Background: an optimization exercise with open tools, aiming at small area, a short achievable clock period and few clock cycles per item. Do not read the settings as production practice.
Function was checked by simulation only, so behaviour that the tests miss may differ from the original.
Power is estimated from default activity; no workload was simulated. The clock port is modelled as an ideal driver; clocking choices that lean on that would not hold on a real chip.

--- flow/run.sh ---
#!/bin/bash
set -euo pipefail
MARGIN=$(cat flow/margin.txt)
CTS=$(cat flow/cts_args.txt)
bash standard.sh SETUP_SLACK_MARGIN="$MARGIN" "CTS_ARGS=$CTS" finish > make_finish.log 2>&1
--- flow/cts_args.txt ---
-sink_clustering_enable -repair_clock_nets -dont_use_dummy_load -sink_clustering_size 24 -sink_clustering_max_diameter 90
--- flow/margin.txt ---
7.0
--- standard.sh ---
#!/bin/bash
# synth_recipe.tcl (not shown) runs the flow's synth.tcl, then flattens the netlist and writes it again
# the make line also repeats each setting of config.mk as NAME=value (left out here)
make -C /OpenROAD-flow-scripts/flow DESIGN_CONFIG=/design/flow/config.mk WORK_HOME=/design/flow/orfs CLKGATE_MAP_FILE= SYNTH_SCRIPT=/design/flow/synth_recipe.tcl "${@:-finish}"
--- config.mk ---
export PLATFORM = sky130hd
export DESIGN_NAME = bit_vector_last_one_query_core
export DESIGN_NICKNAME = bit_vector_last_one_query_core
export VERILOG_FILES = /design/flow/design.v
export SDC_FILE = /design/flow/constraint.sdc
export NUM_CORES = 4
export LEC_CHECK = 0
export CAP_MARGIN = 20
export CORE_MARGIN = 2
export CORE_UTILIZATION = 35
export SETUP_SLACK_MARGIN = 5
export SLEW_MARGIN = 20
export SYNTH_MEMORY_MAX_BITS = 8192
--- constraint.sdc ---
create_clock -name core_clock -period 10.0 [get_ports {clk}]
set_input_delay 2.0000 -clock core_clock [delete_from_list [all_inputs] [get_ports {clk}]]
set_output_delay 2.0000 -clock core_clock [all_outputs]
set_load 0.01 [all_outputs]
--- design.v ---
package bvlq_pkg;
	localparam int unsigned MAX_BITS   = 1024;
	localparam int unsigned BLOCK_BITS = 64;
	localparam int unsigned NUM_BLOCKS = MAX_BITS / BLOCK_BITS;
	localparam int unsigned NUM_ROWS   = NUM_BLOCKS - 1;    
	localparam int unsigned POS_W      = 11;
	localparam int unsigned OFF_W      = $clog2(BLOCK_BITS);
	localparam int unsigned BLK_W      = $clog2(NUM_BLOCKS);
	localparam int unsigned FUNC_W     = 2;
	localparam int unsigned STAT_W     = 2;
	localparam logic [FUNC_W-1:0] FUNC_APPEND = 2'd0;
	localparam logic [FUNC_W-1:0] FUNC_SET    = 2'd1;
	localparam logic [FUNC_W-1:0] FUNC_QUERY  = 2'd2;
	localparam logic [STAT_W-1:0] ST_OK    = 2'd0;
	localparam logic [STAT_W-1:0] ST_BOUND = 2'd1;
	localparam logic [STAT_W-1:0] ST_RANGE = 2'd2;
	typedef logic [BLOCK_BITS-1:0] word_t;
	typedef logic [NUM_ROWS-1:0]   rows_t;
	typedef logic [POS_W-1:0]      pos_t;
	typedef logic [BLK_W-1:0]      blk_t;
	typedef logic [OFF_W-1:0]      off_t;
endpackage
module bvlq_store (
	input  logic              clk,
	input  bvlq_pkg::rows_t   we,
	input  bvlq_pkg::word_t   wdata,
	input  bvlq_pkg::rows_t   rsel,
	output bvlq_pkg::word_t   rdata,
	output bvlq_pkg::rows_t   nz,
	input  bvlq_pkg::blk_t    taddr,
	output bvlq_pkg::off_t    rtop
);
	bvlq_pkg::word_t rows_q [bvlq_pkg::NUM_ROWS];
	bvlq_pkg::rows_t nz_q;
	bvlq_pkg::off_t  top_q [bvlq_pkg::NUM_ROWS];
	logic            wnz;
	bvlq_pkg::off_t  wtop;
	bvlq_top #(.W(bvlq_pkg::BLOCK_BITS)) u_top_w (
		.w   (wdata),
		.hit (wnz),
		.idx (wtop)
	);
	for (genvar k = 0; k < bvlq_pkg::NUM_ROWS; k++) begin : g_row
		always_ff @(posedge clk) begin
			if (we[k]) begin
				rows_q[k] <= wdata;
				nz_q[k]   <= wnz;
				top_q[k]  <= wtop;
			end
		end
	end
	always_comb begin
		rdata = '0;
		for (int k = 0; k < bvlq_pkg::NUM_ROWS; k++) begin
			rdata = rdata | (rows_q[k] & {bvlq_pkg::BLOCK_BITS{rsel[k]}});
		end
	end
	assign nz   = nz_q;
	assign rtop = (taddr < bvlq_pkg::blk_t'(bvlq_pkg::NUM_ROWS)) ? top_q[taddr] : '0;
endmodule
module bvlq_top #(
	parameter int unsigned W  = 64,
	parameter int unsigned IW = $clog2(W)
) (
	input  logic [W-1:0]  w,
	output logic          hit,
	output logic [IW-1:0] idx
);
	logic          h [IW+1][W];
	logic [IW-1:0] x [IW+1][W];
	always_comb begin
		for (int i = 0; i < W; i++) begin
			h[0][i] = w[i];
			x[0][i] = '0;
		end
		for (int l = 0; l < IW; l++) begin
			for (int i = 0; i < W; i++) begin
				h[l+1][i] = 1'b0;
				x[l+1][i] = '0;
			end
			for (int i = 0; i < (W >> (l + 1)); i++) begin
				h[l+1][i] = h[l][2*i] | h[l][2*i+1];
				x[l+1][i] = h[l][2*i+1] ? x[l][2*i+1] : x[l][2*i];
				x[l+1][i][l] = h[l][2*i+1];
			end
		end
		hit = h[IW][0];
		idx = x[IW][0];
	end
endmodule
module bit_vector_last_one_query_core (
	input  logic                           clk,
	input  logic                           arst_n,
	input  logic                           in_valid,
	output logic                           in_stall,
	input  logic [bvlq_pkg::FUNC_W-1:0]    func,
	input  logic                           bit_value,
	input  logic [bvlq_pkg::POS_W-1:0]     query_pos,
	output logic                           out_valid,
	input  logic                           out_stall,
	output logic [bvlq_pkg::POS_W-1:0]     last_one_pos,
	output logic                           found,
	output logic [bvlq_pkg::STAT_W-1:0]    status
);
	localparam int unsigned NR = bvlq_pkg::NUM_ROWS;
	localparam int unsigned BB = bvlq_pkg::BLOCK_BITS;
	localparam int unsigned OW = bvlq_pkg::OFF_W;
	localparam int unsigned BW = bvlq_pkg::BLK_W;
	localparam int unsigned NG = BB / 8;
	localparam int unsigned GW = $clog2(NG);
	logic hold_q;    
	logic stall_q;   
	logic run_ab;
	logic                        a_valid_q;
	logic [bvlq_pkg::FUNC_W-1:0] a_func_q;
	logic                        a_bit_q;
	bvlq_pkg::pos_t              a_pos_q;
	assign run_ab   = !hold_q;
	assign in_stall = stall_q;
	always_ff @(posedge clk or negedge arst_n) begin
		if (!arst_n) begin
			a_valid_q <= 1'b0;
		end else if (run_ab) begin
			a_valid_q <= in_valid;
		end
	end
	always_ff @(posedge clk) begin
		if (run_ab) begin
			a_func_q <= func;
			a_bit_q  <= bit_value;
			a_pos_q  <= query_pos;
		end
	end
	bvlq_pkg::pos_t  len_q;      
	logic            empty_q;    
	logic            bnd_q;      
	bvlq_pkg::blk_t  tblk_q;     
	bvlq_pkg::word_t tail_q;     
	logic a_go;
	logic is_app, is_set, is_qry;
	logic full;
	logic app_ok, set_ok;
	bvlq_pkg::off_t  app_off, set_off;
	logic [bvlq_pkg::STAT_W-1:0] a_stat;
	logic            a_rng;
	logic            a_qv;
	bvlq_pkg::pos_t  a_pm1;
	bvlq_pkg::blk_t  a_blk;
	logic            a_tail;
	assign a_go   = a_valid_q && run_ab;
	assign is_app = (a_func_q == bvlq_pkg::FUNC_APPEND);
	assign is_set = (a_func_q == bvlq_pkg::FUNC_SET);
	assign is_qry = (a_func_q == bvlq_pkg::FUNC_QUERY);
	assign full   = len_q[bvlq_pkg::POS_W-1];
	assign app_ok = a_go && is_app && !full;
	assign set_ok = a_go && is_set && !empty_q;
	logic            bnd_n, full_n;
	bvlq_pkg::blk_t  tblk_n;
	bvlq_pkg::rows_t wr_q;
	assign bnd_n  = app_ok ? (len_q[OW-1:0] == '1) : bnd_q;
	assign full_n = app_ok ? (len_q == bvlq_pkg::pos_t'(bvlq_pkg::MAX_BITS - 1)) : full;
	assign tblk_n = app_ok ? len_q[bvlq_pkg::POS_W-2:OW] : tblk_q;
	always_ff @(posedge clk or negedge arst_n) begin
		if (!arst_n) begin
			wr_q <= '0;
		end else if (run_ab) begin
			for (int k = 0; k < NR; k++) begin
				wr_q[k] <= in_valid && (func == bvlq_pkg::FUNC_APPEND) && bnd_n && !full_n
					&& (tblk_n == bvlq_pkg::blk_t'(k));
			end
		end
	end
	assign app_off = len_q[OW-1:0];
	assign set_off = len_q[OW-1:0] - bvlq_pkg::off_t'(1);
	assign a_rng  = (a_pos_q > len_q);
	assign a_pm1  = a_pos_q - bvlq_pkg::pos_t'(1);
	assign a_blk  = a_pm1[bvlq_pkg::POS_W-2:OW];
	assign a_tail = (a_blk == tblk_q);
	assign a_qv   = is_qry && (a_pos_q != '0) && !a_rng;
	always_comb begin
		a_stat = bvlq_pkg::ST_OK;
		if (is_app && full) a_stat = bvlq_pkg::ST_BOUND;
		if (is_set && empty_q) a_stat = bvlq_pkg::ST_BOUND;
		if (is_qry && a_rng) a_stat = bvlq_pkg::ST_RANGE;
	end
	always_ff @(posedge clk or negedge arst_n) begin
		if (!arst_n) begin
			len_q   <= '0;
			empty_q <= 1'b1;
			bnd_q   <= 1'b0;
			tblk_q  <= '0;
		end else if (app_ok) begin
			len_q   <= len_q + bvlq_pkg::pos_t'(1);
			empty_q <= 1'b0;
			bnd_q   <= (len_q[OW-1:0] == '1);
			tblk_q  <= len_q[bvlq_pkg::POS_W-2:OW];
		end
	end
	for (genvar i = 0; i < BB; i++) begin : g_tail
		always_ff @(posedge clk) begin
			if ((app_ok && (app_off == bvlq_pkg::off_t'(i)))
			    || (set_ok && (set_off == bvlq_pkg::off_t'(i)))) begin
				tail_q[i] <= a_bit_q;
			end
		end
	end
	bvlq_pkg::rows_t nz;
	bvlq_pkg::blk_t  ptop_addr;
	bvlq_pkg::off_t  ptop;
	bvlq_pkg::word_t pdata;
	bvlq_store u_store (
		.clk   (clk),
		.we    (wr_q & {NR{run_ab}}),
		.wdata (tail_q),
		.rsel  (b_sel_q),
		.rdata (pdata),
		.nz    (nz),
		.taddr (ptop_addr),
		.rtop  (ptop)
	);
	logic                        b_valid_q;
	logic [bvlq_pkg::STAT_W-1:0] b_stat_q;
	logic                        b_qv_q;
	logic                        b_tail_q;
	bvlq_pkg::blk_t              b_blk_q;
	bvlq_pkg::rows_t             b_sel_q;
	bvlq_pkg::off_t              b_off_q;
	always_ff @(posedge clk or negedge arst_n) begin
		if (!arst_n) begin
			b_valid_q <= 1'b0;
		end else if (run_ab) begin
			b_valid_q <= a_valid_q;
		end
	end
	always_ff @(posedge clk) begin
		if (run_ab) begin
			b_stat_q <= a_stat;
			b_qv_q   <= a_qv;
			b_tail_q <= a_tail;
			b_blk_q  <= a_blk;
			for (int k = 0; k < NR; k++) begin
				b_sel_q[k] <= a_qv && !a_tail && (a_blk == bvlq_pkg::blk_t'(k));
			end
			b_off_q  <= a_pm1[OW-1:0];
		end
	end
	bvlq_pkg::word_t b_word, b_mask;
	assign b_word = pdata | (tail_q & {BB{b_tail_q}});
	always_comb begin
		for (int i = 0; i < BB; i++) begin
			b_mask[i] = (bvlq_pkg::off_t'(i) <= b_off_q);
		end
	end
	logic [NG-1:0] b_ghit;
	logic [NG-1:0][2:0] b_gidx;
	for (genvar g = 0; g < NG; g++) begin : g_grp
		bvlq_top #(.W(8)) u_top_g (
			.w   (b_word[8*g +: 8] & b_mask[8*g +: 8]),
			.hit (b_ghit[g]),
			.idx (b_gidx[g])
		);
	end
	logic [bvlq_pkg::NUM_BLOCKS-1:0] b_nzm;
	logic                            b_hit2;
	bvlq_pkg::blk_t                  b_j;
	always_comb begin
		b_nzm = '0;
		for (int k = 0; k < NR; k++) begin
			b_nzm[k] = nz[k] && (bvlq_pkg::blk_t'(k) < b_blk_q);
		end
	end
	bvlq_top #(.W(bvlq_pkg::NUM_BLOCKS)) u_top_j (
		.w   (b_nzm),
		.hit (b_hit2),
		.idx (b_j)
	);
	assign ptop_addr = b_j;
	logic                        c_valid_q;
	logic [bvlq_pkg::STAT_W-1:0] c_stat_q;
	logic                        c_qv_q;
	logic [NG-1:0]               c_ghit_q;
	logic [NG-1:0][2:0]          c_gidx_q;
	bvlq_pkg::blk_t              c_blk_q;
	logic                        c_hit2_q;
	bvlq_pkg::blk_t              c_j_q;
	bvlq_pkg::off_t              c_jtop_q;
	always_ff @(posedge clk or negedge arst_n) begin
		if (!arst_n) begin
			c_valid_q <= 1'b0;
		end else if (run_ab) begin
			c_valid_q <= b_valid_q;
		end
	end
	always_ff @(posedge clk) begin
		if (run_ab) begin
			c_stat_q <= b_stat_q;
			c_qv_q   <= b_qv_q;
			c_ghit_q <= b_ghit;
			c_gidx_q <= b_gidx;
			c_blk_q  <= b_blk_q;
			c_hit2_q <= b_hit2;
			c_j_q    <= b_j;
			c_jtop_q <= ptop;
		end
	end
	logic                c_hit1;
	logic                c_found;
	logic [GW-1:0]       c_g;
	logic [2:0]          c_l;
	bvlq_pkg::pos_t      c_idx;
	bvlq_pkg::pos_t      c_pos;
	always_comb begin
		c_g = '0;
		for (int g = 0; g < NG; g++) begin
			if (c_ghit_q[g]) c_g = GW'(g);
		end
		c_l = c_gidx_q[c_g];
	end
	assign c_hit1  = |c_ghit_q;
	assign c_found = c_qv_q && (c_hit1 || c_hit2_q);
	assign c_idx   = c_hit1 ? bvlq_pkg::pos_t'({c_blk_q, c_g, c_l})
		: bvlq_pkg::pos_t'({c_j_q, c_jtop_q});
	assign c_pos   = c_found ? (c_idx + bvlq_pkg::pos_t'(1)) : '0;
	logic hold_d;
	always_ff @(posedge clk or negedge arst_n) begin
		if (!arst_n) begin
			stall_q <= 1'b0;
		end else begin
			stall_q <= hold_d;
		end
	end
	logic                        o_valid_q;
	bvlq_pkg::pos_t              o_pos_q;
	logic                        o_found_q;
	logic [bvlq_pkg::STAT_W-1:0] o_stat_q;
	bvlq_pkg::pos_t              k_pos_q;
	logic                        k_found_q;
	logic [bvlq_pkg::STAT_W-1:0] k_stat_q;
	logic take, produce, o_load;
	assign take    = o_valid_q && !out_stall;
	assign produce = c_valid_q && run_ab;
	assign hold_d  = hold_q ? !take : (produce && !o_load);
	assign o_load  = !o_valid_q || !out_stall;
	always_ff @(posedge clk or negedge arst_n) begin
		if (!arst_n) begin
			o_valid_q <= 1'b0;
			hold_q    <= 1'b0;
		end else begin
			if (o_load) begin
				o_valid_q <= hold_q || produce;
			end
			hold_q <= hold_d;
		end
	end
	always_ff @(posedge clk) begin
		if (o_load) begin
			if (hold_q) begin
				o_pos_q   <= k_pos_q;
				o_found_q <= k_found_q;
				o_stat_q  <= k_stat_q;
			end else begin
				o_pos_q   <= c_pos;
				o_found_q <= c_found;
				o_stat_q  <= c_stat_q;
			end
		end
		if (!hold_q) begin
			k_pos_q   <= c_pos;
			k_found_q <= c_found;
			k_stat_q  <= c_stat_q;
		end
	end
	assign out_valid    = o_valid_q;
	assign last_one_pos = o_pos_q;
	assign found        = o_found_q;
	assign status       = o_stat_q;
endmodule
==> results of run 1 <==
## metrics by stage
stage	power, W	area [µm²]	util
CTS	0.01335	55220	0.3914
floorplan	0.008814	49770	-
finish	0.01392	56600	0.4012
global route	0.01429	56600	0.4012
detailed placement	0.01030	52370	0.3713
global placement	0.01029	52370	0.3713
## synthesized netlist by cell type, types with 36 or more instances
cell                       number  area, µm²
sky130_fd_sc_hd__a21oi_1       47      235.2
sky130_fd_sc_hd__a221oi_1     165       1445
sky130_fd_sc_hd__a22o_1       169       1480
sky130_fd_sc_hd__a22oi_1      201       1509
sky130_fd_sc_hd__and3_1        37      231.5
sky130_fd_sc_hd__buf_1         42      157.7
sky130_fd_sc_hd__buf_2         46      230.2
sky130_fd_sc_hd__clkbuf_1      69      259.0
sky130_fd_sc_hd__dfrtp_1       36      900.9
sky130_fd_sc_hd__edfxtp_1    1236      37120
sky130_fd_sc_hd__inv_1         53      198.9
sky130_fd_sc_hd__nand2_1      130      488.0
sky130_fd_sc_hd__nand3_1       68      340.3
sky130_fd_sc_hd__nand4_1       50      312.8
sky130_fd_sc_hd__nor2_1        98      367.9
sky130_fd_sc_hd__o21ai_0       51      255.2
sky130_fd_sc_hd__o22ai_1       75      469.2
## cell type report
class / count / area share
multi-input cells: 1486 / 0.1944
clock buffers: 61 / 0.02697
inverters: 54 / 0.003736
repair inverters: 1 / 0.00008842
repair buffers: 296 / 0.05599
flip-flops and latches: 1287 / 0.6771
well taps: 1890 / 0.04178
## per-layer routing
layer	vias up	share of wire	global-route usage
met4	6	0.040	0.06673
met5	-	0.00021	0
li1	12680	-	-
met2	2105	0.46	0.3385
met3	345	0.11	0.03268
met1	16280	0.39	0.2913
## sequential cells by signal, indices dropped and copies added (netlist names), 4 cells and up
signal	flops
len_q	11
o_pos_q	11
b_sel_q	15
c_jtop_q	6
c_gidx_q	24
b_blk_q	4
u_store.top_q	90
b_off_q	6
u_store.rows_q	960
wr_q	15
k_pos_q	11
u_store.nz_q	15
c_j_q	4
tail_q	64
c_blk_q	4
c_ghit_q	8
tblk_q	4
a_pos_q	11
## power by group
part | switching, W | total [W] | internal [W]
sequential | 0.000212 | 0.00641 | 0.00620
combinational | 0.00305 | 0.00482 | 0.00176
clock | 0.00161 | 0.00269 | 0.00108
## worst paths after layout
path,startpoint,endpoint,slack [ns],cells after the start
min in group asynchronous,arst_n,stall_q,1.40,1
max in group asynchronous,arst_n,stall_q,8.03,1
max,stall_q,in_stall,6.62,2
max reg2reg,c_ghit_q[5],o_pos_q[9],6.95,8
min,b_stat_q[0],c_stat_q[0],0.43,0
min reg2reg,b_stat_q[0],c_stat_q[0],0.43,0
## repair_timing
action                                  4_1_cts  5_1_grt
gates cloned                                 11       13
hold buffers                                  0        0
pin swaps                                    14       30
setup buffers                                75       83
endpoints found under the setup margin      201      113
resized for setup                           175       93
## kinds of logic (layout without fill, tap and decap cells)
logic type,after synthesis,count (layout),synth area share
AOI/OAI and AO/OA,852,852,0.1334
xor gates and xnor gates,30,30,0.005449
adders and majority gates,19,19,0.004793
buffers and inverters,218,412,0.01846
DFF,1287,1287,0.7726
muxes,32,32,0.006937
and+or+nand+nor,552,553,0.05837
## worst max-delay path, delay by kind of cell (launching register included)
family / cells / cell delay (ns)
buffers and inverters: 2 / 0.24
DFF: 1 / 0.44
==> notes.md, run 1 <==
# TYPE chip_impl_metric gauge
chip_impl_info{name="run_status",value="no timing/DRC/antenna violations"} 1
chip_impl_info{name="worstPathCellList",value="buf_12 > buf_6"} 1
chip_impl_metric{name="postRouteAntennaNets",unit=""} 0
chip_impl_info{name="final_cell_mix",value="sky130_fd_sc_hd__edfxtp_1 (1236), sky130_fd_sc_hd__a22oi_1 (201), sky130_fd_sc_hd__buf_4 (201)"} 1
chip_impl_metric{name="seq_area",unit="mm²"} 0.03832
chip_impl_info{name="clock-root-buffer",value="sky130_fd_sc_hd__clkbuf_16"} 1
chip_impl_metric{name="postSynthRegisterBits",unit=""} 1287
chip_impl_metric{name="ir_drop",unit="mV"} 0.1484
chip_impl_info{name="timing_worst_setup_path_type",value="reg2out"} 1
chip_impl_metric{name="avgViaCountPerCell",unit=""} 6.191
chip_impl_metric{name="synth_cells",unit=""} 2990
chip_impl_metric{name="grt_util_all_layers",unit=""} 0.2099
chip_impl_metric{name="clockBufferDepth",unit=""} 3
chip_impl_metric{name="core-area",unit="mm²"} 0.1411
chip_impl_metric{name="number_of_buffers_inserted_during_clock_tree_synthesis",unit=""} 61
chip_impl_metric{name="worst_ep_arrival_time",unit="ns"} 1.38
chip_impl_metric{name="sum_of_routed_wire_length_over_all_layers",unit="µm"} 164200
chip_impl_metric{name="placement.setup.worst_slack",unit="ns"} 6.089
chip_impl_metric{name="hold_viol",unit=""} 0
chip_impl_metric{name="final.min_clock_period",unit="ns"} 3.378
chip_impl_metric{name="synth.yosys.seq_area_share",unit=""} 0.7726
chip_impl_metric{name="cp.required",unit="ns"} 8.00
chip_impl_metric{name="grt_pass1_wl",unit="µm"} 220200
chip_impl_metric{name="finish.net_count",unit=""} 3224
chip_impl_metric{name="detailroute.via_count",unit=""} 31420
chip_impl_metric{name="buffer_ports.inserted",unit=""} 33
chip_impl_info{name="grt_setup_unrepaired",value="true"} 1
chip_impl_info{name="cts_tree",value="built"} 1
chip_impl_metric{name="synth_nets",unit=""} 3027
chip_impl_metric{name="drv_slew",unit=""} 0
chip_impl_metric{name="io_pins",unit=""} 34
chip_impl_metric{name="slowest_delay",unit="ns"} 0.44
chip_impl_metric{name="dieArea",unit="mm²"} 0.1448
chip_impl_metric{name="p_leak",unit="nW"} 17.79
chip_impl_metric{name="worstSkewPairLatency",unit="ns"} 0.74
chip_impl_metric{name="synth.cell_area",unit="mm²"} 0.04960
chip_impl_metric{name="clk_pin_slew_worst_paths",unit="ns"} 0.09
chip_impl_metric{name="timing.final.ws_setup",unit="ns"} 6.622
chip_impl_metric{name="depth_of_the_cts_h_tree",unit=""} 2
chip_impl_metric{name="dp_hpwl",unit="µm"} 82370
chip_impl_metric{name="grt_overflow_total",unit=""} 0
chip_impl_info{name="min_path_type",value="reg2reg"} 1
chip_impl_metric{name="grt_start_max_net_pins",unit=""} 65
chip_impl_metric{name="detailedRoute.firstIterationViolations",unit=""} 4682
chip_impl_metric{name="num_rows",unit=""} 138
chip_impl_metric{name="power_density",unit="mW/mm²"} 245.9
chip_impl_metric{name="first_global_vias",unit=""} 28850
chip_impl_metric{name="post_layout_nonfiller_instances",unit=""} 5075
chip_impl_metric{name="route.detailed.wl_per_inst",unit="µm"} 32.35
chip_impl_metric{name="cts_sinks",unit=""} 1287
chip_impl_metric{name="final_worst_path_cycle_share",unit=""} 0.3378
chip_impl_metric{name="post_route_cells_drive_above_1_share",unit=""} 0.1551
chip_impl_metric{name="cp_max_fo",unit=""} 2
chip_impl_metric{name="synth.yosys.warnings",unit=""} 13
chip_impl_metric{name="initial_utilization",unit=""} 0.3516
chip_impl_metric{name="die_width",unit="µm"} 380.5
chip_impl_info{name="cp_capture_type",value="output pin"} 1
chip_impl_metric{name="setup_violations",unit=""} 0
chip_impl_metric{name="num_antenna_cells",unit=""} 0
chip_impl_metric{name="drv_cap",unit=""} 0
chip_impl_metric{name="clk_skew",unit="ns"} 0.07235
chip_impl_info{name="worst_path_max_delay_cell",value="sky130_fd_sc_hd__dfrtp_2"} 1
chip_impl_metric{name="yosys.cell_types.count",unit=""} 92
chip_impl_metric{name="worst_slew_pin_slew",unit="ns"} 1.042
chip_impl_metric{name="syn2layout_area_growth",unit="%"} 14.11
chip_impl_metric{name="dp_cells",unit=""} 4832
chip_impl_info{name="setup.worst_path.start_class",value="flip-flop"} 1
chip_impl_metric{name="clock.fmax",unit="MHz"} 296.0
chip_impl_metric{name="synth_edf_count",unit=""} 1236
chip_impl_metric{name="fill_cells",unit=""} 12730
chip_impl_metric{name="synthArstFlopShare",unit=""} 0.02875
chip_impl_metric{name="place_congestion",unit=""} 0.9158
chip_impl_metric{name="hold-worst-slack",unit="ns"} 0.4329
chip_impl_metric{name="die_boundary_height",unit="µm"} 380.5
chip_impl_metric{name="multi_input_area",unit="mm²"} 0.01100
chip_impl_metric{name="synth_area_per_cell",unit="µm²"} 16.59
chip_impl_metric{name="maxSlewHeadroom",unit=""} 0.3051
chip_impl_metric{name="post-route-drc-count",unit=""} 0
chip_impl_metric{name="drt_pass1_iterations",unit=""} 5
chip_impl_metric{name="timing.setup.tns",unit="ns"} 0
chip_impl_metric{name="antenna_found_initial",unit=""} 6
chip_impl_info{name="ys.flop_type",value="sky130_fd_sc_hd__edfxtp_1"} 1
chip_impl_info{name="layout.cells.most_common",value="sky130_fd_sc_hd__edfxtp_1"} 1
Testbench counts, summed over its fixed seeds: cycles 12,832, items 12,800.
==> run 2, diff against run 1 <==
==> flow/margin.txt (replaced) <==
6.5
==> run 2 against run 1 <==
Still clean on timing, DRC and antenna. Register-to-register slack got worse by 0.38 ns. Critical path depth increased by 6. Clock skew decreased by 0.0017 ns. Critical path type is now reg2reg. Largest power group unchanged.
==> notes.md, run 2 <==
# TYPE chip_impl_metric gauge
chip_impl_metric{name="final.min_clock_period",unit="ns"} 3.430
chip_impl_metric{name="clock.fmax",unit="MHz"} 291.5
chip_impl_info{name="cts_tree",value="built"} 1
chip_impl_info{name="largestRegisters",value="u_store.rows_q: 960 flops, u_store.top_q: 90 flops, tail_q: 64 flops"} 1
chip_impl_metric{name="clk_pin_slew_worst_paths",unit="ns"} 0.09
chip_impl_metric{name="synth.yosys.seq_area_share",unit=""} 0.7726
chip_impl_metric{name="synth_nets",unit=""} 3027
chip_impl_metric{name="share_of_yosys_cell_area_claimed_by_the_top_area_cell_type",unit=""} 0.7483
chip_impl_metric{name="grt_util_all_layers",unit=""} 0.1971
chip_impl_metric{name="route.detailed.wl_per_inst",unit="µm"} 29.96
chip_impl_metric{name="timing.reg2reg.setup_slack",unit="ns"} 6.57
chip_impl_metric{name="num_rows",unit=""} 138
chip_impl_metric{name="io_pins",unit=""} 34
chip_impl_metric{name="synthArstFlopShare",unit=""} 0.02875
chip_impl_info{name="synth_area_leader_cell",value="sky130_fd_sc_hd__edfxtp_1"} 1
chip_impl_metric{name="final_worst_path_cycle_share",unit=""} 0.3430
chip_impl_info{name="final_cell_mix",value="sky130_fd_sc_hd__edfxtp_1 (1236), sky130_fd_sc_hd__a22oi_1 (201), sky130_fd_sc_hd__a22o_1 (169)"} 1
chip_impl_metric{name="maxSlewHeadroom",unit=""} 0.2039
chip_impl_info{name="run_status",value="no timing/DRC/antenna violations"} 1
chip_impl_metric{name="worstSkewPairLatency",unit="ns"} 0.72
chip_impl_metric{name="worst_slew_pin_slew",unit="ns"} 1.190
chip_impl_info{name="post_synth_main_area_contributors",value="sky130_fd_sc_hd__edfxtp_1 (75%), sky130_fd_sc_hd__a22oi_1 (3.0%), sky130_fd_sc_hd__a22o_1 (3.0%)"} 1
chip_impl_metric{name="syn2layout_area_growth",unit="%"} 8.980
chip_impl_metric{name="synth_area_per_cell",unit="µm²"} 16.59
chip_impl_metric{name="die_boundary_height",unit="µm"} 380.5
chip_impl_info{name="timing_worst_setup_path_type",value="reg2reg"} 1
chip_impl_info{name="grt_setup_unrepaired",value="true"} 1
chip_impl_info{name="setup.worst_path.start_class",value="flip-flop"} 1
chip_impl_metric{name="cp_max_fo",unit=""} 36
chip_impl_metric{name="clockBufferDepth",unit=""} 3
chip_impl_info{name="synth_top_cells_by_count",value="sky130_fd_sc_hd__edfxtp_1 (1236), sky130_fd_sc_hd__a22oi_1 (201), sky130_fd_sc_hd__a22o_1 (169)"} 1
chip_impl_metric{name="synth.cell_area",unit="mm²"} 0.04960
chip_impl_metric{name="avgViaCountPerCell",unit=""} 6.019
chip_impl_metric{name="detailedRoute.firstIterationViolations",unit=""} 4120
chip_impl_metric{name="grt_overflow_total",unit=""} 0
chip_impl_metric{name="die_width",unit="µm"} 380.5
chip_impl_info{name="largest_register",value="u_store.rows_q"} 1
chip_impl_metric{name="ir_drop",unit="mV"} 0.1578
chip_impl_metric{name="grt_pass1_wl",unit="µm"} 209300
chip_impl_metric{name="post-route-drc-count",unit=""} 0
chip_impl_metric{name="dieArea",unit="mm²"} 0.1448
chip_impl_metric{name="first_global_vias",unit=""} 28510
chip_impl_metric{name="post_route_cells_drive_above_1_share",unit=""} 0.07996
chip_impl_metric{name="drv_cap",unit=""} 0
chip_impl_metric{name="detailroute.via_count",unit=""} 29520
chip_impl_metric{name="grt_start_max_net_pins",unit=""} 70
chip_impl_info{name="min_path_type",value="reg2reg"} 1
chip_impl_info{name="clock-root-buffer",value="sky130_fd_sc_hd__clkbuf_16"} 1
chip_impl_metric{name="timing.setup.tns",unit="ns"} 0
chip_impl_metric{name="cp.required",unit="ns"} 10.42
chip_impl_metric{name="setup_violations",unit=""} 0
chip_impl_info{name="ys.flop_type",value="sky130_fd_sc_hd__edfxtp_1"} 1
chip_impl_metric{name="postSynthRegisterBits",unit=""} 1287
chip_impl_metric{name="hold_viol",unit=""} 0
chip_impl_metric{name="buffer_ports.inserted",unit=""} 33
chip_impl_metric{name="cts-hold-fix-buffers",unit=""} 0
chip_impl_metric{name="place_congestion",unit=""} 0.9413
chip_impl_metric{name="drt_pass1_iterations",unit=""} 6
chip_impl_metric{name="postRouteAntennaNets",unit=""} 0
chip_impl_metric{name="yosys.cell_types.count",unit=""} 92
chip_impl_metric{name="depth_of_the_cts_h_tree",unit=""} 2
chip_impl_metric{name="power_density",unit="mW/mm²"} 239.4
chip_impl_metric{name="fill_cells",unit=""} 12970
chip_impl_metric{name="dp_cells",unit=""} 4831
chip_impl_metric{name="clk_skew",unit="ns"} 0.07067
chip_impl_metric{name="sum_of_routed_wire_length_over_all_layers",unit="µm"} 147000
chip_impl_metric{name="cts_sinks",unit=""} 1287
chip_impl_metric{name="dp_hpwl",unit="µm"} 79710
chip_impl_metric{name="worst_ep_arrival_time",unit="ns"} 3.85
chip_impl_info{name="synth.most_common_cell",value="sky130_fd_sc_hd__edfxtp_1"} 1
chip_impl_metric{name="number_of_buffers_inserted_during_clock_tree_synthesis",unit=""} 61
chip_impl_metric{name="synth_cells",unit=""} 2990
chip_impl_metric{name="antenna_found_initial",unit=""} 2
chip_impl_metric{name="post_layout_nonfiller_instances",unit=""} 4905
chip_impl_metric{name="initial_utilization",unit=""} 0.3516
chip_impl_metric{name="synth_edf_count",unit=""} 1236
chip_impl_metric{name="utilization",unit=""} 0.3832
chip_impl_metric{name="synth.yosys.warnings",unit=""} 13
chip_impl_metric{name="core-area",unit="mm²"} 0.1411
chip_impl_metric{name="finish.net_count",unit=""} 3053
chip_impl_info{name="cp_capture_type",value="flip-flop"} 1
chip_impl_metric{name="largest_register_ff_count",unit=""} 960
chip_impl_metric{name="drv_slew",unit=""} 0
chip_impl_metric{name="p_leak",unit="nW"} 16.53
chip_impl_info{name="layout.cells.most_common",value="sky130_fd_sc_hd__edfxtp_1"} 1
## run 2: critical path, cell delays in order, from the launching register on
cell                       delay (ns)
sky130_fd_sc_hd__edfxtp_1        0.39
sky130_fd_sc_hd__buf_4           0.30
sky130_fd_sc_hd__buf_4           0.45
sky130_fd_sc_hd__a22o_1          0.29
sky130_fd_sc_hd__a221oi_1        0.29
sky130_fd_sc_hd__a32oi_1         0.18
sky130_fd_sc_hd__or2_2           0.35
sky130_fd_sc_hd__or2_2           0.28
sky130_fd_sc_hd__or4_1           0.54
## run 2: cell families after synthesis
family,share of synthesized area
simple gates,0.05837
fa+ha+maj,0.004793
mux,0.006937
flops,0.7726
compound gates,0.1334
buf+inv,0.01846
xor+xnor,0.005449
## run 2: routing by layer
| metal | up-vias | part of all wire | track usage | wire (µm) |
|---|---|---|---|---|
| li1 | 12330 | - | - | - |
| met1 | 15400 | 0.40 | 0.2738 | 59340 |
| met2 | 1558 | 0.48 | 0.3217 | 69990 |
| met3 | 239 | 0.091 | 0.02829 | 13440 |
| met4 | 2 | 0.028 | 0.05776 | 4178 |
| met5 | - | 0.000048 | 0.001323 | 7 |
## run 2: final timing paths
check / cells past startpoint / start / endpoint
max: 8 / b_sel_q[10] / c_ghit_q[0]
min: 0 / b_stat_q[0] / c_stat_q[0]
max reg2reg: 8 / b_sel_q[10] / c_ghit_q[0]
min reg2reg: 0 / b_stat_q[0] / c_stat_q[0]
max in group asynchronous: 1 / arst_n / stall_q
min in group asynchronous: 1 / arst_n / o_valid_q
## run 2: layout make-up
type,count,area [µm²],area share
sequential,1287,38320,0.7090
multi-input combinational,1485,10540,0.1950
tap,1890,2365,0.04375
clock buffer,61,1526,0.02824
timing repair buffer,126,1085,0.02007
inverter,54,209.0,0.003865
timing repair inverter,1,5.005,0.00009258
antenna,1,2.502,0.00004629
## run 2: repair_timing
action	in CTS	in global routing
gates resized for setup	21	20
setup buffers	3	8
pin swaps	1	1
endpoints found under the setup margin	55	78
cloned	1	0
## run 2: power by group
group | internal, W | switching, W
clock network | 0.00108 | 0.00159
logic | 0.00122 | 0.00264
registers | 0.00619 | 0.000206
total | 0.00850 | 0.00444
## run 2: stage by stage
stage	worst slack (ns)	hold WS [ns]	power, W	cell area (µm²)
6_report	6.570	0.4317	0.01294	54060
3_3_place_gp	5.859	0.4004	0.01026	52350
2_1_floorplan	5.554	0.4003	0.008794	49640
3_5_place_dp	5.861	0.4105	0.01028	52350
4_1_cts	6.459	0.4326	0.01288	53900
5_1_grt	6.482	0.4434	0.01337	54050
==> run 3, diff against run 2 <==
==> flow/cts_args.txt (replaced) <==
-sink_clustering_enable -repair_clock_nets -dont_use_dummy_load -sink_clustering_size 30 -sink_clustering_max_diameter 90
==> run 3 against run 2 <==
Power down 1.6%. Clock skew fell by 0.0075 ns. Final cell count down 0.14%. Largest cell class unchanged. Cell area decreased by 0.41%. Die area unchanged. Routed wire length hardly changed. Synthesized cell count unchanged. Highest routed layer unchanged. First-iteration DRC count grew 4.2%. Flip-flop and latch count stayed put. Hold slack gained 0.0066 ns. Worst setup slack improved by 0.0046 ns. Sequential power hardly changed.
==> notes.md, run 3 <==
# TYPE chip_impl_metric gauge
chip_impl_info{name="run_status",value="no timing/DRC/antenna violations"} 1
chip_impl_metric{name="netSwitchingFraction",unit=""} 0.3458
chip_impl_info{name="final_cell_mix",value="sky130_fd_sc_hd__edfxtp_1 (1236), sky130_fd_sc_hd__a22oi_1 (201), sky130_fd_sc_hd__a22o_1 (169)"} 1
chip_impl_metric{name="synth.yosys.seq_area_share",unit=""} 0.7726
chip_impl_metric{name="detailroute.via_count",unit=""} 29410
chip_impl_metric{name="post_layout_nonfiller_instances",unit=""} 4898
chip_impl_metric{name="worst_ep_arrival_time",unit="ns"} 3.85
chip_impl_metric{name="power_density",unit="mW/mm²"} 236.6
chip_impl_metric{name="sum_of_routed_wire_length_over_all_layers",unit="µm"} 146900
chip_impl_metric{name="dp_hpwl",unit="µm"} 79710
chip_impl_info{name="crit_family",value="simple AND/OR/NAND/NOR gates"} 1
chip_impl_metric{name="maxSlewHeadroom",unit=""} 0.2215
chip_impl_metric{name="synth_edf_count",unit=""} 1236
chip_impl_info{name="synth.most_common_cell",value="sky130_fd_sc_hd__edfxtp_1"} 1
chip_impl_metric{name="core-area",unit="mm²"} 0.1411
chip_impl_metric{name="internal_power_component",unit="W"} 0.008332
chip_impl_metric{name="drv_slew",unit=""} 0
chip_impl_metric{name="buffer_ports.inserted",unit=""} 33
chip_impl_metric{name="ir_drop",unit="mV"} 0.1412
chip_impl_info{name="largest_register",value="u_store.rows_q"} 1
chip_impl_metric{name="depth_of_the_cts_h_tree",unit=""} 2
chip_impl_metric{name="clock.fmax",unit="MHz"} 291.9
chip_impl_metric{name="p_leak",unit="nW"} 16.42
chip_impl_metric{name="seq_power_share",unit=""} 0.502
chip_impl_info{name="worst_path_max_delay_cell",value="sky130_fd_sc_hd__or4_1"} 1
chip_impl_metric{name="die_boundary_height",unit="µm"} 380.5
chip_impl_metric{name="route.detailed.wl_per_inst",unit="µm"} 29.99
chip_impl_metric{name="final_worst_path_cycle_share",unit=""} 0.3426
chip_impl_metric{name="post-route-drc-count",unit=""} 0
chip_impl_metric{name="synth_fa_ha_area_frac",unit=""} 0.004793
chip_impl_metric{name="slowest_delay",unit="ns"} 0.54
chip_impl_metric{name="drv_cap",unit=""} 0
chip_impl_info{name="timing_worst_setup_path_type",value="reg2reg"} 1
chip_impl_metric{name="clockBufferDepth",unit=""} 3
chip_impl_metric{name="avgViaCountPerCell",unit=""} 6.003
chip_impl_metric{name="cts_sinks",unit=""} 1287
chip_impl_metric{name="multi_input_area",unit="mm²"} 0.01055
chip_impl_metric{name="die_width",unit="µm"} 380.5
chip_impl_metric{name="detailedRoute.firstIterationViolations",unit=""} 4291
chip_impl_info{name="post_synth_main_area_contributors",value="sky130_fd_sc_hd__edfxtp_1 (75%), sky130_fd_sc_hd__a22oi_1 (3.0%), sky130_fd_sc_hd__a22o_1 (3.0%)"} 1
chip_impl_info{name="clock-root-buffer",value="sky130_fd_sc_hd__clkbuf_16"} 1
chip_impl_metric{name="synth_simple_gate_area_share",unit=""} 0.05837
chip_impl_metric{name="synth.cell_area",unit="mm²"} 0.04960
chip_impl_info{name="synth_top_family_by_area",value="compound AO/OA/AOI/OAI gates"} 1
chip_impl_metric{name="critical_path.n_buffers_inverters",unit=""} 2
chip_impl_metric{name="pwr-share-comb",unit=""} 0.303
chip_impl_metric{name="share_of_yosys_cell_area_claimed_by_the_top_area_cell_type",unit=""} 0.7483
chip_impl_metric{name="utilization",unit=""} 0.3816
chip_impl_metric{name="dp_cells",unit=""} 4831
chip_impl_metric{name="net_switching_power",unit="W"} 0.004404
chip_impl_metric{name="number_of_buffers_inserted_during_clock_tree_synthesis",unit=""} 51
chip_impl_metric{name="cp.required",unit="ns"} 10.42
chip_impl_metric{name="design_power_total",unit="W"} 0.01274
chip_impl_metric{name="synth_compound_area_frac",unit=""} 0.1334
chip_impl_info{name="ys.flop_type",value="sky130_fd_sc_hd__edfxtp_1"} 1
chip_impl_metric{name="post_route_cells_drive_above_1_share",unit=""} 0.07879
chip_impl_metric{name="io_pins",unit=""} 34
chip_impl_metric{name="grt_util_all_layers",unit=""} 0.1967
chip_impl_metric{name="num_rows",unit=""} 138
chip_impl_metric{name="clk_network_pwr_share",unit=""} 0.195
chip_impl_metric{name="muxShareOfSynthArea",unit=""} 0.006937
chip_impl_metric{name="grt_pass1_wl",unit="µm"} 208700
chip_impl_metric{name="grt_start_max_net_pins",unit=""} 70
chip_impl_metric{name="num_antenna_cells",unit=""} 0
chip_impl_metric{name="finish.net_count",unit=""} 3047
chip_impl_metric{name="worstSkewPairLatency",unit="ns"} 0.71
chip_impl_metric{name="yosys.area_share.xor_xnor",unit=""} 0.005448
chip_impl_metric{name="final.min_clock_period",unit="ns"} 3.426
chip_impl_info{name="grt_setup_unrepaired",value="false"} 1
chip_impl_info{name="min_path_type",value="reg2reg"} 1
chip_impl_metric{name="syn2layout_area_growth",unit="%"} 8.533
chip_impl_metric{name="postSynthRegisterBits",unit=""} 1287
chip_impl_metric{name="fill_cells",unit=""} 12990
chip_impl_metric{name="timing.setup.tns",unit="ns"} 0
chip_impl_metric{name="largest_register_ff_count",unit=""} 960
chip_impl_info{name="synth_area_leader_cell",value="sky130_fd_sc_hd__edfxtp_1"} 1
chip_impl_metric{name="hold_viol",unit=""} 0
chip_impl_info{name="setup.worst_path.start_class",value="flip-flop"} 1
chip_impl_metric{name="synth_cells",unit=""} 2990
chip_impl_metric{name="clk_pin_slew_worst_paths",unit="ns"} 0.11
chip_impl_info{name="cp_capture_type",value="flip-flop"} 1
chip_impl_info{name="worstPathCellList",value="buf_4 > buf_4 > a22o_1 > a221oi_1 > a32oi_1 > or2_2 > or2_2 > or4_1"} 1
chip_impl_metric{name="postRouteAntennaNets",unit=""} 0
chip_impl_metric{name="dieArea",unit="mm²"} 0.1448
chip_impl_metric{name="synthArstFlopShare",unit=""} 0.02875
chip_impl_metric{name="yosys.cell_types.count",unit=""} 92
chip_impl_metric{name="seq_area",unit="mm²"} 0.03832
chip_impl_metric{name="synth_nets",unit=""} 3027
chip_impl_metric{name="first_global_vias",unit=""} 28370
chip_impl_metric{name="grt_overflow_total",unit=""} 0
chip_impl_metric{name="antenna_found_initial",unit=""} 4
chip_impl_metric{name="synth.yosys.warnings",unit=""} 13
chip_impl_info{name="largestRegisters",value="u_store.rows_q: 960 flops, u_store.top_q: 90 flops, tail_q: 64 flops"} 1
chip_impl_info{name="layout.cells.most_common",value="sky130_fd_sc_hd__edfxtp_1"} 1
chip_impl_metric{name="worst_slew_pin_slew",unit="ns"} 1.157
chip_impl_metric{name="synth_area_per_cell",unit="µm²"} 16.59
chip_impl_metric{name="initial_utilization",unit=""} 0.3516
chip_impl_metric{name="clk_skew",unit="ns"} 0.06319
chip_impl_metric{name="cp_max_fo",unit=""} 36
chip_impl_metric{name="drt_pass1_iterations",unit=""} 6
chip_impl_metric{name="setup_violations",unit=""} 0
chip_impl_metric{name="place_congestion",unit=""} 0.9413
chip_impl_info{name="synth_top_cells_by_count",value="sky130_fd_sc_hd__edfxtp_1 (1236), sky130_fd_sc_hd__a22oi_1 (201), sky130_fd_sc_hd__a22o_1 (169)"} 1
chip_impl_info{name="cts_tree",value="built"} 1
run 3: cell counts after synthesis:
Identical to the previous run, type by type.
run 3: cell families (layout without fill, tap and decap cells):
family                     after synthesis  after routing
DFF                                   1287           1287
AOI/OAI and AO/OA                      852            852
and+or+nand+nor                        552            552
buffers and inverters                  218            236
muxes                                   32             32
xor gates and xnor gates                30             30
adders and majority gates               19             19
run 3: power groups by stage:
stage | registers, W | logic (W) | clock network [W]
2_1_floorplan | 0.00643 | 0.00237 | 0
3_3_place_gp | 0.00652 | 0.00374 | 0
3_5_place_dp | 0.00652 | 0.00377 | 0
4_1_cts | 0.00640 | 0.00377 | 0.00251
5_1_grt | 0.00642 | 0.00408 | 0.00266
6_report | 0.00640 | 0.00386 | 0.00248
run 3: cell type report:
type,instances,share of cell area
clock buffer,51,0.02371
inverter,54,0.003881
multi-input combinational,1485,0.1959
sequential,1287,0.7119
tap,1890,0.04393
timing repair buffer,130,0.02057
timing repair inverter,1,0.00009296
run 3: path summary, 6_finish.rpt:
| check | start | endpoint | slack [ns] | cells past startpoint |
|---|---|---|---|---|
| min in group asynchronous | arst_n | o_valid_q | 1.40 | 1 |
| worst min register to register | b_stat_q[0] | c_stat_q[0] | 0.44 | 0 |
| worst max register to register | b_sel_q[10] | c_ghit_q[0] | 6.57 | 8 |
| worst max-delay path | b_sel_q[10] | c_ghit_q[0] | 6.57 | 8 |
| worst min-delay path | b_stat_q[0] | c_stat_q[0] | 0.44 | 0 |
| max in group asynchronous | arst_n | wr_q[1] | 7.98 | 1 |
run 3: routing by layer:
metal  GRT usage  vias to the layer above  wire length [µm]
met5    0.002976                        -               103
met4     0.05688                        8              4190
met3     0.02798                      239             12910
met2      0.3214                     1469             70010
met1      0.2732                    15390             59680
li1            -                    12300                 -
run 3: timing repair:
| action | in CTS | in global routing |
|---|---|---|
| hold endpoints to repair | 0 | 0 |
| endpoints found under the setup margin | 54 | 63 |
| pin swaps | 1 | 1 |
| hold buffers | 0 | 0 |
| gates cloned | 1 | 0 |
| buffers inserted | 3 | 12 |
| resized for setup | 21 | 18 |
run 3: metrics by stage:
step                      instance area [µm²]  hold WS [ns]  setup slack, ns
final                                   53840        0.4383            6.574
after global routing                    53840        0.4495            6.514
after CTS                               53650        0.4368            6.519
after detailed placement                52350        0.4105            5.861
after global placement                  52350        0.4004            5.859
after floorplan                         49640        0.4003            5.554
==> run 4, diff against run 3 <==
--- a/design.v
+++ b/design.v
@@ -154,21 +154,11 @@
 	assign full   = len_q[bvlq_pkg::POS_W-1];
 	assign app_ok = a_go && is_app && !full;
 	assign set_ok = a_go && is_set && !empty_q;
-	logic            bnd_n, full_n;
-	bvlq_pkg::blk_t  tblk_n;
-	bvlq_pkg::rows_t wr_q;
-	assign bnd_n  = app_ok ? (len_q[OW-1:0] == '1) : bnd_q;
-	assign full_n = app_ok ? (len_q == bvlq_pkg::pos_t'(bvlq_pkg::MAX_BITS - 1)) : full;
-	assign tblk_n = app_ok ? len_q[bvlq_pkg::POS_W-2:OW] : tblk_q;
-	always_ff @(posedge clk or negedge arst_n) begin
-		if (!arst_n) begin
-			wr_q <= '0;
-		end else if (run_ab) begin
-			for (int k = 0; k < NR; k++) begin
-				wr_q[k] <= in_valid && (func == bvlq_pkg::FUNC_APPEND) && bnd_n && !full_n
-					&& (tblk_n == bvlq_pkg::blk_t'(k));
-			end
-		end
+	logic commit;
+	assign commit = app_ok && bnd_q;
+	bvlq_pkg::rows_t wr;
+	for (genvar k = 0; k < NR; k++) begin : g_wr
+		assign wr[k] = commit && (tblk_q == bvlq_pkg::blk_t'(k));
 	end
 	assign app_off = len_q[OW-1:0];
 	assign set_off = len_q[OW-1:0] - bvlq_pkg::off_t'(1);
@@ -210,7 +200,7 @@
 	bvlq_pkg::word_t pdata;
 	bvlq_store u_store (
 		.clk   (clk),
-		.we    (wr_q & {NR{run_ab}}),
+		.we    (wr),
 		.wdata (tail_q),
 		.rsel  (b_sel_q),
 		.rdata (pdata),
==> flow/cts_args.txt (replaced) <==
-sink_clustering_enable -repair_clock_nets -dont_use_dummy_load -sink_clustering_size 24 -sink_clustering_max_diameter 90
==> flow/margin.txt (replaced) <==
7.0
==> run 4 against run 3 <==
Sequential power fell by 2%. Die area down 1.3%. Highest routed layer unchanged. Critical path type is now reg2out. Non-clock buffer count is 160 higher. Still clean on timing, DRC and antenna. Clock skew up 0.0080 ns. Critical path depth fell by 6. Synthesized cell count down 0.64%. Cell area is 4.8% higher. Count of clock-buffer cells in the layout grew 8. Via count rose by 5.3%. Sequential share of layout area down 3.9 points.
==> notes.md, run 4 <==
# TYPE chip_impl_metric gauge
chip_impl_metric{name="clockBufferDepth",unit=""} 3
chip_impl_metric{name="drv_cap",unit=""} 0
chip_impl_metric{name="dp_hpwl",unit="µm"} 81130
chip_impl_metric{name="drt_pass1_iterations",unit=""} 8
chip_impl_metric{name="syn2layout_area_growth",unit="%"} 15.23
chip_impl_metric{name="hold_viol",unit=""} 0
chip_impl_metric{name="synth_area_per_cell",unit="µm²"} 16.48
chip_impl_metric{name="avgViaCountPerCell",unit=""} 6.151
chip_impl_metric{name="timing.final.ws_setup",unit="ns"} 6.671
chip_impl_metric{name="synth_fa_ha_area_frac",unit=""} 0.004855
chip_impl_metric{name="placement.setup.worst_slack",unit="ns"} 6.201
chip_impl_metric{name="fill_cells",unit=""} 12510
chip_impl_metric{name="final_worst_path_cycle_share",unit=""} 0.3329
chip_impl_metric{name="synthArstFlopShare",unit=""} 0.01730
chip_impl_metric{name="synth_cells",unit=""} 2971
chip_impl_metric{name="cts_sinks",unit=""} 1272
chip_impl_info{name="worst_path_max_delay_cell",value="sky130_fd_sc_hd__dfrtp_2"} 1
chip_impl_metric{name="power_density",unit="mW/mm²"} 248.3
chip_impl_metric{name="setup_violations",unit=""} 0
chip_impl_metric{name="grt_start_max_net_pins",unit=""} 65
chip_impl_metric{name="maxSlewHeadroom",unit=""} 0.3168
chip_impl_info{name="cp_capture_type",value="output pin"} 1
chip_impl_metric{name="synth.cell_area",unit="mm²"} 0.04897
chip_impl_metric{name="p_leak",unit="nW"} 17.52
chip_impl_info{name="worstPathCellList",value="buf_12 > buf_6"} 1
chip_impl_metric{name="antenna_found_initial",unit=""} 2
chip_impl_info{name="synth_top_cells_by_count",value="sky130_fd_sc_hd__edfxtp_1 (1236), sky130_fd_sc_hd__a22oi_1 (180), sky130_fd_sc_hd__a22o_1 (175)"} 1
chip_impl_metric{name="route.detailed.wl_per_inst",unit="µm"} 32.74
chip_impl_metric{name="depth_of_the_cts_h_tree",unit=""} 2
chip_impl_metric{name="clock.fmax",unit="MHz"} 300.3
chip_impl_metric{name="num_rows",unit=""} 137
chip_impl_info{name="synth_top_family_by_area",value="compound AO/OA/AOI/OAI gates"} 1
chip_impl_info{name="ys.flop_type",value="sky130_fd_sc_hd__edfxtp_1"} 1
chip_impl_info{name="largest_register",value="u_store.rows_q"} 1
chip_impl_info{name="grt_setup_unrepaired",value="true"} 1
chip_impl_metric{name="place_congestion",unit=""} 0.8974
chip_impl_metric{name="grt_util_all_layers",unit=""} 0.2112
chip_impl_metric{name="multi_input_area",unit="mm²"} 0.01085
chip_impl_metric{name="cts-hold-fix-buffers",unit=""} 0
chip_impl_metric{name="synth_nets",unit=""} 3008
chip_impl_metric{name="worstSkewPairLatency",unit="ns"} 0.70
chip_impl_info{name="synth_area_leader_cell",value="sky130_fd_sc_hd__edfxtp_1"} 1
chip_impl_metric{name="critical_path.n_buffers_inverters",unit=""} 2
chip_impl_metric{name="number_of_buffers_inserted_during_clock_tree_synthesis",unit=""} 59
chip_impl_metric{name="synth_compound_area_frac",unit=""} 0.1341
chip_impl_metric{name="die_width",unit="µm"} 378.1
chip_impl_metric{name="yosys.area_share.xor_xnor",unit=""} 0.005544
chip_impl_metric{name="synth_edf_count",unit=""} 1236
chip_impl_metric{name="drv_slew",unit=""} 0
chip_impl_metric{name="synth.yosys.warnings",unit=""} 13
chip_impl_info{name="layout.cells.most_common",value="sky130_fd_sc_hd__edfxtp_1"} 1
chip_impl_metric{name="worst_slew_pin_slew",unit="ns"} 1.024
chip_impl_metric{name="cp_max_fo",unit=""} 2
chip_impl_metric{name="die_boundary_height",unit="µm"} 378.1
chip_impl_info{name="min_path_type",value="reg2reg"} 1
chip_impl_metric{name="detailroute.via_count",unit=""} 30970
chip_impl_info{name="post_synth_main_area_contributors",value="sky130_fd_sc_hd__edfxtp_1 (76%), sky130_fd_sc_hd__a22o_1 (3.1%), sky130_fd_sc_hd__a221oi_1 (3.1%)"} 1
chip_impl_metric{name="synth_simple_gate_area_share",unit=""} 0.05813
chip_impl_metric{name="postSynthRegisterBits",unit=""} 1272
chip_impl_info{name="final_cell_mix",value="sky130_fd_sc_hd__edfxtp_1 (1236), sky130_fd_sc_hd__a22oi_1 (180), sky130_fd_sc_hd__a22o_1 (174)"} 1
chip_impl_metric{name="first_global_vias",unit=""} 28320
chip_impl_info{name="run_status",value="no timing/DRC/antenna violations"} 1
chip_impl_metric{name="post_layout_nonfiller_instances",unit=""} 5034
chip_impl_metric{name="grt_overflow_total",unit=""} 0
chip_impl_metric{name="design_power_total",unit="W"} 0.01401
chip_impl_metric{name="post_route_cells_drive_above_1_share",unit=""} 0.1505
chip_impl_info{name="cts_tree",value="built"} 1
chip_impl_info{name="crit_family",value="flip-flops"} 1
chip_impl_info{name="clock-root-buffer",value="sky130_fd_sc_hd__clkbuf_16"} 1
chip_impl_info{name="largestRegisters",value="u_store.rows_q: 960 flops, u_store.top_q: 90 flops, tail_q: 64 flops"} 1
chip_impl_metric{name="core-area",unit="mm²"} 0.1392
chip_impl_metric{name="io_pins",unit=""} 34
chip_impl_metric{name="grt_pass1_wl",unit="µm"} 216700
chip_impl_metric{name="utilization",unit=""} 0.4054
chip_impl_metric{name="largest_register_ff_count",unit=""} 960
chip_impl_metric{name="yosys.cell_types.count",unit=""} 80
chip_impl_metric{name="postRouteAntennaNets",unit=""} 0
chip_impl_metric{name="share_of_yosys_cell_area_claimed_by_the_top_area_cell_type",unit=""} 0.7579
chip_impl_metric{name="final.min_clock_period",unit="ns"} 3.329
chip_impl_metric{name="sum_of_routed_wire_length_over_all_layers",unit="µm"} 164800
chip_impl_metric{name="detailedRoute.firstIterationViolations",unit=""} 5002
chip_impl_metric{name="slowest_delay",unit="ns"} 0.44
chip_impl_metric{name="clk_pin_slew_worst_paths",unit="ns"} 0.09
chip_impl_metric{name="seq_area",unit="mm²"} 0.03795
chip_impl_info{name="timing_worst_setup_path_type",value="reg2out"} 1
chip_impl_metric{name="finish.net_count",unit=""} 3196
chip_impl_metric{name="post-route-drc-count",unit=""} 0
chip_impl_metric{name="dieArea",unit="mm²"} 0.1429
chip_impl_metric{name="synth.yosys.seq_area_share",unit=""} 0.7749
chip_impl_metric{name="dp_cells",unit=""} 4806
chip_impl_metric{name="worst_ep_arrival_time",unit="ns"} 1.33
chip_impl_metric{name="cp.required",unit="ns"} 8.00
chip_impl_metric{name="timing.setup.tns",unit="ns"} 0
chip_impl_metric{name="clk_skew",unit="ns"} 0.07117
chip_impl_info{name="synth.most_common_cell",value="sky130_fd_sc_hd__edfxtp_1"} 1
chip_impl_metric{name="ir_drop",unit="mV"} 0.1633
chip_impl_metric{name="initial_utilization",unit=""} 0.3518
chip_impl_metric{name="buffer_ports.inserted",unit=""} 33
chip_impl_info{name="setup.worst_path.start_class",value="flip-flop"} 1
chip_impl_metric{name="muxShareOfSynthArea",unit=""} 0.004752
## run 4: cell types whose count changed after synthesis, sizes merged, moves of 11 or more
cell / previous run / this run
a22oi: 201 / 180
and3: 37 / 26
buf: 95 / 67
clkbuf: 69 / 97
dfrtp: 36 / 21
nand3: 70 / 81
nor2: 102 / 117
nor2b: 33 / 17
## run 4: what timing repair did
action	in CTS	in global routing
pin swaps	20	33
setup endpoints to repair	743	460
gates resized for setup	219	88
cloned	15	21
setup buffers	46	86
## run 4: metal layers
metal | track usage | vias to the layer above | share of wire
li1 | - | 12600 | -
met1 | 0.3007 | 15840 | 0.39
met2 | 0.3321 | 2192 | 0.45
met3 | 0.03506 | 333 | 0.12
met4 | 0.06292 | 2 | 0.045
met5 | 0 | - | 0.000079
## run 4: final timing paths
| path | from | cells past startpoint | slack, ns | endpoint |
|---|---|---|---|---|
| min | b_stat_q[1] | 0 | 0.41 | c_stat_q[1] |
| max reg2reg | b_sel_q[3] | 8 | 6.98 | c_ghit_q[6] |
| min reg2reg | b_stat_q[1] | 0 | 0.41 | c_stat_q[1] |
| max in group asynchronous | arst_n | 1 | 8.29 | len_q[1] |
| min in group asynchronous | arst_n | 1 | 1.31 | bnd_q |
| max | stall_q | 2 | 6.67 | in_stall |
## run 4: where the power goes
part	leakage (nW)	internal (W)	switching [W]
Combinational	5.41	0.00186	0.00322
Sequential	11.4	0.00613	0.000167
Clock	0.727	0.00105	0.00158
Total	17.5	0.00904	0.00497
## run 4: cell families after synthesis
logic type      after synthesis
buf+inv                     219
mux                          22
compound gates              851
flops                      1272
simple gates                557
fa+ha+maj                    19
xor+xnor                     31
## run 4: final cells by class
cell class | count | share of cell area
diodes | 1 | 0.00004435
multi-input cells | 1481 | 0.1922
clock buffers | 59 | 0.02617
flip-flops and latches | 1272 | 0.6726
inverters | 55 | 0.003858
repair buffers | 290 | 0.06353
well taps | 1876 | 0.04160
## run 4: stage by stage
| step | hold slack (ns) | cell area (µm²) |
|---|---|---|
| floorplan | 0.4003 | 49110 |
| global placement | 0.4060 | 51910 |
| detailed placement | 0.4052 | 51910 |
| CTS | 0.4159 | 54860 |
| global route | 0.4214 | 56420 |
| finish | 0.4143 | 56430 |
Testbench counts of run 4, summed over its fixed seeds: cycles 12,832, items 12,800.
==> run 5, diff against run 4 <==
==> flow/margin.txt (replaced) <==
6.5
==> run 5 against run 4 <==
Power decreased by 8.0%. Count of clock-buffer cells in the layout unchanged. Fmax shrank 1.2%. Combinational power decreased by 22%. Clock power about the same. Via count down 4.9%. Final cell count shrank 2.9%. Sequential power hardly changed. Die area did not move.
==> notes.md, run 5 <==
# TYPE chip_impl_metric gauge
chip_impl_info{name="run_status",value="no timing/DRC/antenna violations"} 1
chip_impl_metric{name="setup_violations",unit=""} 0
chip_impl_info{name="synth_top_cells_by_count",value="sky130_fd_sc_hd__edfxtp_1 (1236), sky130_fd_sc_hd__a22oi_1 (180), sky130_fd_sc_hd__a22o_1 (175)"} 1
chip_impl_metric{name="postPlaceCellArea",unit="mm²"} 0.05191
chip_impl_metric{name="clockBufferDepth",unit=""} 3
chip_impl_metric{name="yosys.cell_types.count",unit=""} 80
chip_impl_metric{name="depth_of_the_cts_h_tree",unit=""} 2
chip_impl_metric{name="die_width",unit="µm"} 378.1
chip_impl_metric{name="maxSlewHeadroom",unit=""} 0.3148
chip_impl_info{name="setup.worst_path.start_class",value="flip-flop"} 1
chip_impl_info{name="ys.flop_type",value="sky130_fd_sc_hd__edfxtp_1"} 1
chip_impl_metric{name="largest_register_ff_count",unit=""} 960
chip_impl_metric{name="clk_skew",unit="ns"} 0.06959
chip_impl_metric{name="worst_ep_arrival_time",unit="ns"} 3.78
chip_impl_metric{name="grt_start_max_net_pins",unit=""} 65
chip_impl_info{name="worst_path_max_delay_cell",value="sky130_fd_sc_hd__a221oi_1"} 1
chip_impl_metric{name="cp.required",unit="ns"} 10.41
chip_impl_metric{name="post-route-drc-count",unit=""} 0
chip_impl_metric{name="drv_slew",unit=""} 0
chip_impl_metric{name="cp_max_fo",unit=""} 28
chip_impl_metric{name="initial_utilization",unit=""} 0.3518
chip_impl_metric{name="clk_pin_slew_worst_paths",unit="ns"} 0.09
chip_impl_metric{name="seq_power_share",unit=""} 0.490
chip_impl_info{name="final_cell_mix",value="sky130_fd_sc_hd__edfxtp_1 (1236), sky130_fd_sc_hd__a22oi_1 (180), sky130_fd_sc_hd__a22o_1 (175)"} 1
chip_impl_metric{name="met1_length",unit="µm"} 61320
chip_impl_metric{name="grt_pass1_wl",unit="µm"} 207800
chip_impl_metric{name="buffer_ports.inserted",unit=""} 33
chip_impl_metric{name="pwr-share-comb",unit=""} 0.308
chip_impl_metric{name="drv_cap",unit=""} 0
chip_impl_metric{name="internal_power_component",unit="W"} 0.008477
chip_impl_metric{name="synth_cells",unit=""} 2971
chip_impl_info{name="post_synth_main_area_contributors",value="sky130_fd_sc_hd__edfxtp_1 (76%), sky130_fd_sc_hd__a22o_1 (3.1%), sky130_fd_sc_hd__a221oi_1 (3.1%)"} 1
chip_impl_metric{name="utilization",unit=""} 0.3863
chip_impl_metric{name="hold-path-cell-count",unit=""} 0
run 5: cell types whose count changed in the layout (fill, tap and decap cells not counted), sizes merged, moves of 13 or more:
cell         delta
dlygate4sd2    +15
buf           -130
clkbuf         -15
bufbuf         -13
run 5: final cells by class:
cell class,instances,area [µm²],area share
multi-input cells,1481,10390,0.1932
inverters,55,214.0,0.003980
repair buffers,147,1390,0.02586
clock buffers,59,1476,0.02746
flip-flops and latches,1272,37950,0.7058
well taps,1876,2347,0.04366
run 5: repair_timing:
item | CTS | global route
pin swaps | 3 | 2
cloned | 2 | 0
gates resized for setup | 39 | 29
endpoints found under the setup margin | 447 | 392
hold buffers | 0 | 0
buffers inserted | 5 | 18
run 5: metal layers:
metal,vias to the layer above,GRT usage
met3,208,0.02693
met2,1609,0.3220
met4,0,0.04706
li1,12310,-
met5,-,0
met1,15320,0.2884
run 5: worst max path at each step:
stage	startpoint	endpoint	slack, ns	cells past startpoint
global placement	a_func_q[1]	u_store.rows_q[2][28]	6.22	7
detailed placement	a_func_q[1]	u_store.top_q[9][4]	6.20	7
finish	b_sel_q[3]	c_ghit_q[4]	6.63	9
CTS	stall_q	in_stall	6.40	2
floorplan	stall_q	u_store.nz_q[1]	5.14	6
global route	b_blk_q[2]	c_jtop_q[4]	6.49	9
run 5: critical path: cells and delay by family, from the launching register on:
family	cells	cell delay, ns
buf+inv	1	0.29
simple gates	5	1.32
flops	1	0.38
compound gates	3	1.07
run 5: power groups by stage:
stage / combinational (W) / clock (W) / sequential (W)
5_1_grt: 0.00419 / 0.00281 / 0.00634
4_1_cts: 0.00384 / 0.00264 / 0.00632
3_5_place_dp: 0.00381 / 0 / 0.00644
3_3_place_gp: 0.00379 / 0 / 0.00644
6_report: 0.00396 / 0.00261 / 0.00631
2_1_floorplan: 0.00238 / 0 / 0.00637
run 5: cells by family after synthesis:
| family | Yosys count | synth area share |
|---|---|---|
| xor gates and xnor gates | 31 | 0.005544 |
| muxes | 22 | 0.004753 |
| DFF | 1272 | 0.7749 |
| AOI/OAI and AO/OA | 851 | 0.1341 |
| buffers and inverters | 219 | 0.01771 |
| and+or+nand+nor | 557 | 0.05813 |
| adders and majority gates | 19 | 0.004855 |
run 5: through the flow:
step	total power (W)	worst slack, ns	cells	hold WS [ns]
after floorplan	0.008744	5.139	2971	0.4003
after global placement	0.01023	6.216	4806	0.4060
after detailed placement	0.01025	6.201	4806	0.4052
after CTS	0.01281	6.402	4872	0.4159
after global routing	0.01334	6.489	4890	0.4215
final	0.01289	6.630	4890	0.4166

==> port drivers added, routing unchanged <==
Ports are ideal in the flow. The routed layouts listed here were re-timed in OpenROAD. Step 1, drivers: a clkbuf_16 drives clk and a buf_2 each remaining input, both assumed. Step 2 moves the port delays by t, midway between the first and last clock arrival at a register: inputs arrive t later, outputs are due t later. That takes back most of the time a late clock gives input paths. Slacks: ideal ports / drivers / drivers and shift; pairs: ideal ports / drivers.
run	t (ns)	setup WS [ns]	worst hold slack (ns)	worst slew at a driven data input, ns	cell pins on the clock port's net
run 1	0.775	6.622 / 6.547 / 6.407	0.433 / 0.433 / 0.433	0.05	1
run 2	0.757	6.570 / 6.511 / 5.907	0.432 / 0.432 / 0.432	0.05	1
run 3	0.747	6.574 / 6.520 / 6.108	0.438 / 0.438 / 0.438	0.05	1
run 4	0.738	6.671 / 6.602 / 6.428	0.414 / 0.414 / 0.414	0.03	1
run 5	0.738	6.630 / 6.557 / 6.533	0.417 / 0.417 / 0.417	0.03	1
After both steps every run listed still meets setup and hold. For run 2, which loses most, drivers alone change the setup slack by -0.059 ns; drivers and shift together by -0.663 ns.
